This design comes from an exercise in tuning for small area on the open sky130 flow, not from production work. The RTL was checked by simulation tests, not by an equivalence proof against the original design. Power is estimated from default activity; no workload was simulated.

==> module cpmg_sequencer, before the edit <==
module cpmg_sequencer
(
	input	logic						pulseprog_clk,
	input	logic						arst_n,
	input	logic						load,			 
	input	logic [31:0]				pulse90_in,		 
	input	logic [31:0]				delay_nosig_in,
	input	logic [15:0]				echoes_in,
	input	logic						run_start,
	input	logic [31:0]				pulse180,
	input	logic [31:0]				delay_sig,
	input	logic [31:0]				rx_delay,
	input	logic [31:0]				samples,
	output	logic						tx_gate,
	output	logic						rx_en,
	output	logic						busy,
	output	logic						sample_strobe,	 
	output	logic						win_first,		 
	output	logic						pair_valid		 
);
	nmr_seq_pkg::seq_state_t	state;
	logic [31:0]	v;			 
	logic [31:0]	w;			 
	logic [15:0]	e;			 
	logic			in_p90, in_nosig, in_p180, in_sig;
	logic			v_end, w_end;
	logic			done;
	logic			last_echo;
	assign in_p90   = (state == nmr_seq_pkg::P90);
	assign in_nosig = (state == nmr_seq_pkg::DLY_NOSIG);
	assign in_p180  = (state == nmr_seq_pkg::P180);
	assign in_sig   = (state == nmr_seq_pkg::DLY_SIG);
	assign v_end     = ~|v;
	assign w_end     = ~|w;
	assign done      = in_nosig ? w_end : v_end;
	assign last_echo = (e == 16'd1);
	logic	w_open;		 
	logic	w_start;
	logic	window;
	assign w_start = in_sig && !w_open && w_end && (|samples);
	assign window  = w_start || (in_sig && w_open && !w_end);
	logic	v_ds, v_p180, v_keep;
	logic	w_rx, w_spe, w_keep;
	assign v_ds   = busy && done && in_p180;
	assign v_p180 = busy && done && !in_p180;
	assign v_keep = !load && !(busy && done);
	assign w_rx   = in_p180;
	assign w_spe  = w_start;
	assign w_keep = !load && !in_p180 && !w_start;
	always_ff @(posedge pulseprog_clk)
	begin
		v <= (({32{load}}   & pulse90_in)
		    | ({32{v_ds}}   & delay_sig)
		    | ({32{v_p180}} & pulse180)
		    | ({32{v_keep}} & v))
		   - {31'd0, busy || run_start};
		w <= (({32{load}}   & delay_nosig_in)
		    | ({32{w_rx}}   & rx_delay)
		    | ({32{w_spe}}  & samples)
		    | ({32{w_keep}} & w))
		   - {31'd0, in_nosig || in_sig || (in_p90 && v_end)};
		e <= (({16{load}} & echoes_in) | ({16{!load}} & e)) - {15'd0, in_sig && done};
	end
	always_ff @(posedge pulseprog_clk or negedge arst_n)
	begin
		if (!arst_n)
			state <= nmr_seq_pkg::IDLE;
		else if (state == nmr_seq_pkg::IDLE)
		begin
			if (run_start)
				state <= nmr_seq_pkg::P90;
		end
		else if (done)
		begin
			unique case (state)
				nmr_seq_pkg::P90:		state <= nmr_seq_pkg::DLY_NOSIG;
				nmr_seq_pkg::DLY_NOSIG:	state <= nmr_seq_pkg::P180;
				nmr_seq_pkg::P180:		state <= nmr_seq_pkg::DLY_SIG;
				default:				state <= last_echo ? nmr_seq_pkg::IDLE : nmr_seq_pkg::P180;
			endcase
		end
	end
	assign tx_gate = in_p90 || in_p180;
	assign rx_en   = in_sig;
	assign busy    = (state != nmr_seq_pkg::IDLE);
	always_ff @(posedge pulseprog_clk)
	begin
		if (!in_sig || w_end)
			w_open <= w_start;
	end
	logic [5:0]	win_sr;
	always_ff @(posedge pulseprog_clk or negedge arst_n)
	begin
		if (!arst_n)
			win_sr <= '0;
		else
			win_sr <= {win_sr[4:0], window};
	end
	assign sample_strobe = win_sr[4];
	assign win_first     = win_sr[4] && !win_sr[5];
	assign pair_valid    = win_sr[5];
endmodule
==> module iq_decimator, before the edit <==
module iq_decimator
(
	input	logic						pulseprog_clk,
	input	logic						arst_n,
	input	nmr_acq_pkg::iq_word_t		mag,
	input	logic						odd,
	input	logic						sample_strobe,
	input	logic						win_first,	 
	input	logic						pair_valid,	 
	input	nmr_acq_pkg::dec_fact_t		dec_fact,
	input	logic						run_start,	 
	output	logic						out_req,
	input	logic						out_ack,
	output	nmr_acq_pkg::iq_sample_t	out_data,
	output	logic						overrun
);
	logic [22:0]			acc_i, acc_q;
	logic [22:0]			sum;
	logic [22:0]			res_i, res_q;
	nmr_acq_pkg::dec_fact_t	grp_cnt;
	nmr_acq_pkg::dec_fact_t	nxt_cnt;
	logic					grp_done;	 
	logic					clr;
	logic					pending;
	assign nxt_cnt  = grp_cnt + {7'd0, pair_valid};
	assign grp_done = pair_valid && (nxt_cnt == dec_fact);
	assign pending  = out_req || out_ack;
	logic	wr_i, wr_q;		 
	logic	keep_i, keep_q;
	assign clr    = win_first || grp_done;
	assign wr_i   = sample_strobe && !odd;
	assign wr_q   = sample_strobe &&  odd;
	assign keep_i = !clr && !wr_i;
	assign keep_q = !clr && !wr_q;
	assign sum    = (({23{!clr && !odd}} & acc_i) | ({23{!clr && odd}} & acc_q))
	              + {{8{mag[14]}}, mag};
	always_ff @(posedge pulseprog_clk)
	begin
		if (run_start || grp_done || win_first)
			grp_cnt <= '0;
		else
			grp_cnt <= nxt_cnt;
	end
	always_ff @(posedge pulseprog_clk)
	begin
		acc_i <= ({23{wr_i}} & sum) | ({23{keep_i}} & acc_i);
		acc_q <= ({23{wr_q}} & sum) | ({23{keep_q}} & acc_q);
	end
	always_ff @(posedge pulseprog_clk or negedge arst_n)
	begin
		if (!arst_n)
		begin
			out_req <= 1'b0;
			overrun <= 1'b0;
		end
		else
		begin
			if (run_start)
				overrun <= 1'b0;
			if (grp_done && pending)
				overrun <= 1'b1;			 
			if (grp_done && !pending)
				out_req <= 1'b1;
			else if (out_req && out_ack)
				out_req <= 1'b0;
		end
	end
	always_ff @(posedge pulseprog_clk)
	begin
		if (grp_done && !pending)
		begin
			res_i <= acc_i;
			res_q <= acc_q;
		end
	end
	assign out_data.i_sum = {res_i[22], res_i};
	assign out_data.q_sum = {res_q[22], res_q};
endmodule
export LEC_CHECK = 0
export ABC_AREA = 1
export CAP_MARGIN = 20
export CORE_MARGIN = 2
export CORE_UTILIZATION = 42
export CTS_BUF_LIST = sky130_fd_sc_hd__clkbuf_16
export CTS_CLUSTER_DIAMETER = 100
export CTS_CLUSTER_SIZE = 28
export PLACE_DENSITY = 0.65
export SLEW_MARGIN = 20
create_clock -name core_clock -period 10.0 [get_ports {pulseprog_clk}]
standard.sh (not shown) runs the stock make flow with config.mk's settings and CLKGATE_MAP_FILE= SYNTH_SCRIPT=/design/flow/synth_recipe.tcl, a recipe that flattens the netlist after the stock synthesis.
==> flow/flow/run.sh <==
#!/bin/bash
# Own layout flow: the standard ORFS flow (standard.sh) with two changes.
#  1. ABC maps the combinational logic with an area-oriented script
#     (flow/abc_area.script, picked by ABC_AREA 1); registers are untouched.
#  2. Port buffers use sky130_fd_sc_hd__buf_1 rather than the flow's default
#     choice (clkdlybuf4s50_1); every port still gets its buffer.
# Each step's full output stays in orfs/logs/ (ORFS writes one log per step);
# make's own output goes to flow_make.log here.
set -euo pipefail
W=$(pwd)
rm -rf "$W/scripts"
cp -r "$FLOW_HOME/scripts" "$W/scripts"
cp "$W/flow/abc_area.script" "$W/scripts/abc_area.script"
export BUFFER_PORTS_ARGS="-buffer_cell sky130_fd_sc_hd__buf_1"
sed "s|make -C |make SCRIPTS_DIR=$W/scripts -C |" standard.sh > "$W/standard_own.sh"
bash "$W/standard_own.sh" finish > "$W/flow_make.log" 2>&1
==> flow/flow/abc_area.script <==
strash
&get -n
&fraig -x
&put
dc2
dc2
strash
dch -f
amap
topo
==> next run, changes <==
--- a/flow/design.v
+++ b/flow/design.v
@@ -122,13 +122,14 @@
 	assign v_end     = ~|v;
 	assign w_end     = ~|w;
 	assign done      = in_nosig ? w_end : v_end;
 	assign last_echo = (e == 16'd1);
 	logic	w_open;		 
+	logic	w_done;		 
 	logic	w_start;
 	logic	window;
-	assign w_start = in_sig && !w_open && w_end && (|samples);
+	assign w_start = in_sig && !w_open && !w_done && w_end && (|samples);
 	assign window  = w_start || (in_sig && w_open && !w_end);
 	logic	v_ds, v_p180, v_keep;
 	logic	w_rx, w_spe, w_keep;
 	assign v_ds   = busy && done && in_p180;
 	assign v_p180 = busy && done && !in_p180;
@@ -172,12 +173,22 @@
 	assign tx_gate = in_p90 || in_p180;
 	assign rx_en   = in_sig;
 	assign busy    = (state != nmr_seq_pkg::IDLE);
 	always_ff @(posedge pulseprog_clk)
 	begin
-		if (!in_sig || w_end)
-			w_open <= w_start;
+		if (!in_sig)
+		begin
+			w_open <= 1'b0;
+			w_done <= 1'b0;
+		end
+		else if (w_start)
+			w_open <= 1'b1;
+		else if (w_open && w_end)
+		begin
+			w_open <= 1'b0;
+			w_done <= 1'b1;
+		end
 	end
 	logic [5:0]	win_sr;
 	always_ff @(posedge pulseprog_clk or negedge arst_n)
 	begin
 		if (!arst_n)
@@ -228,13 +239,12 @@
 	output	logic						out_req,
 	input	logic						out_ack,
 	output	nmr_acq_pkg::iq_sample_t	out_data,
 	output	logic						overrun
 );
-	logic [22:0]			acc_i, acc_q;
-	logic [22:0]			sum;
-	logic [22:0]			res_i, res_q;
+	nmr_acq_pkg::acc_t		acc_i, acc_q;
+	nmr_acq_pkg::acc_t		sum;
 	nmr_acq_pkg::dec_fact_t	grp_cnt;
 	nmr_acq_pkg::dec_fact_t	nxt_cnt;
 	logic					grp_done;	 
 	logic					clr;
 	logic					pending;
@@ -246,23 +256,23 @@
 	assign clr    = win_first || grp_done;
 	assign wr_i   = sample_strobe && !odd;
 	assign wr_q   = sample_strobe &&  odd;
 	assign keep_i = !clr && !wr_i;
 	assign keep_q = !clr && !wr_q;
-	assign sum    = (({23{!clr && !odd}} & acc_i) | ({23{!clr && odd}} & acc_q))
-	              + {{8{mag[14]}}, mag};
+	assign sum    = (({24{!clr && !odd}} & acc_i) | ({24{!clr && odd}} & acc_q))
+	              + nmr_acq_pkg::acc_t'(mag);
 	always_ff @(posedge pulseprog_clk)
 	begin
 		if (run_start || grp_done || win_first)
 			grp_cnt <= '0;
 		else
 			grp_cnt <= nxt_cnt;
 	end
 	always_ff @(posedge pulseprog_clk)
 	begin
-		acc_i <= ({23{wr_i}} & sum) | ({23{keep_i}} & acc_i);
-		acc_q <= ({23{wr_q}} & sum) | ({23{keep_q}} & acc_q);
+		acc_i <= ({24{wr_i}} & sum) | ({24{keep_i}} & acc_i);
+		acc_q <= ({24{wr_q}} & sum) | ({24{keep_q}} & acc_q);
 	end
 	always_ff @(posedge pulseprog_clk or negedge arst_n)
 	begin
 		if (!arst_n)
 		begin
@@ -283,16 +293,14 @@
 	end
 	always_ff @(posedge pulseprog_clk)
 	begin
 		if (grp_done && !pending)
 		begin
-			res_i <= acc_i;
-			res_q <= acc_q;
+			out_data.i_sum <= acc_i;
+			out_data.q_sum <= acc_q;
 		end
 	end
-	assign out_data.i_sum = {res_i[22], res_i};
-	assign out_data.q_sum = {res_q[22], res_q};
 endmodule
 module nmr_pulseprog_top
 (
 	input	logic						pulseprog_clk,
 	input	logic						arst_n,
=> Wire length came out higher by about 3.4%; final area came out higher by 1.3%; worst setup slack is better by 0.27 ns; clock skew is about the same; fmax came out higher by 3.2%; power came out lower by 5.2%.

==> afterwards: timing with drivers on the ports <==
The results above use ideal ports. As a check the final layouts listed here were re-extracted and re-timed, cells and wires unchanged.
Step 1 assumes that a clkbuf_16 drives the clock port and a buf_2 every other input.
Step 2 moves the port delays by t, midway between the first and last clock arrival at a register: inputs arrive t later, outputs are due t later. That takes back most of the time a late clock gives input paths.
Three values: no drivers, after step 1, after step 2; two values: the first two.
run | shift t [ns] | setup WS [ns] | worst setup path after step 2 | worst slew at a driven data input, ns | cell pins on the clock port's net
the first run | 0.559 | 1.293 / 1.293 / 1.293 | register to register | 0.09 | 1
the second run | 0.564 | 1.559 / 1.559 / 1.559 | register to register | 0.10 | 1
After both steps every run listed still meets setup and hold.
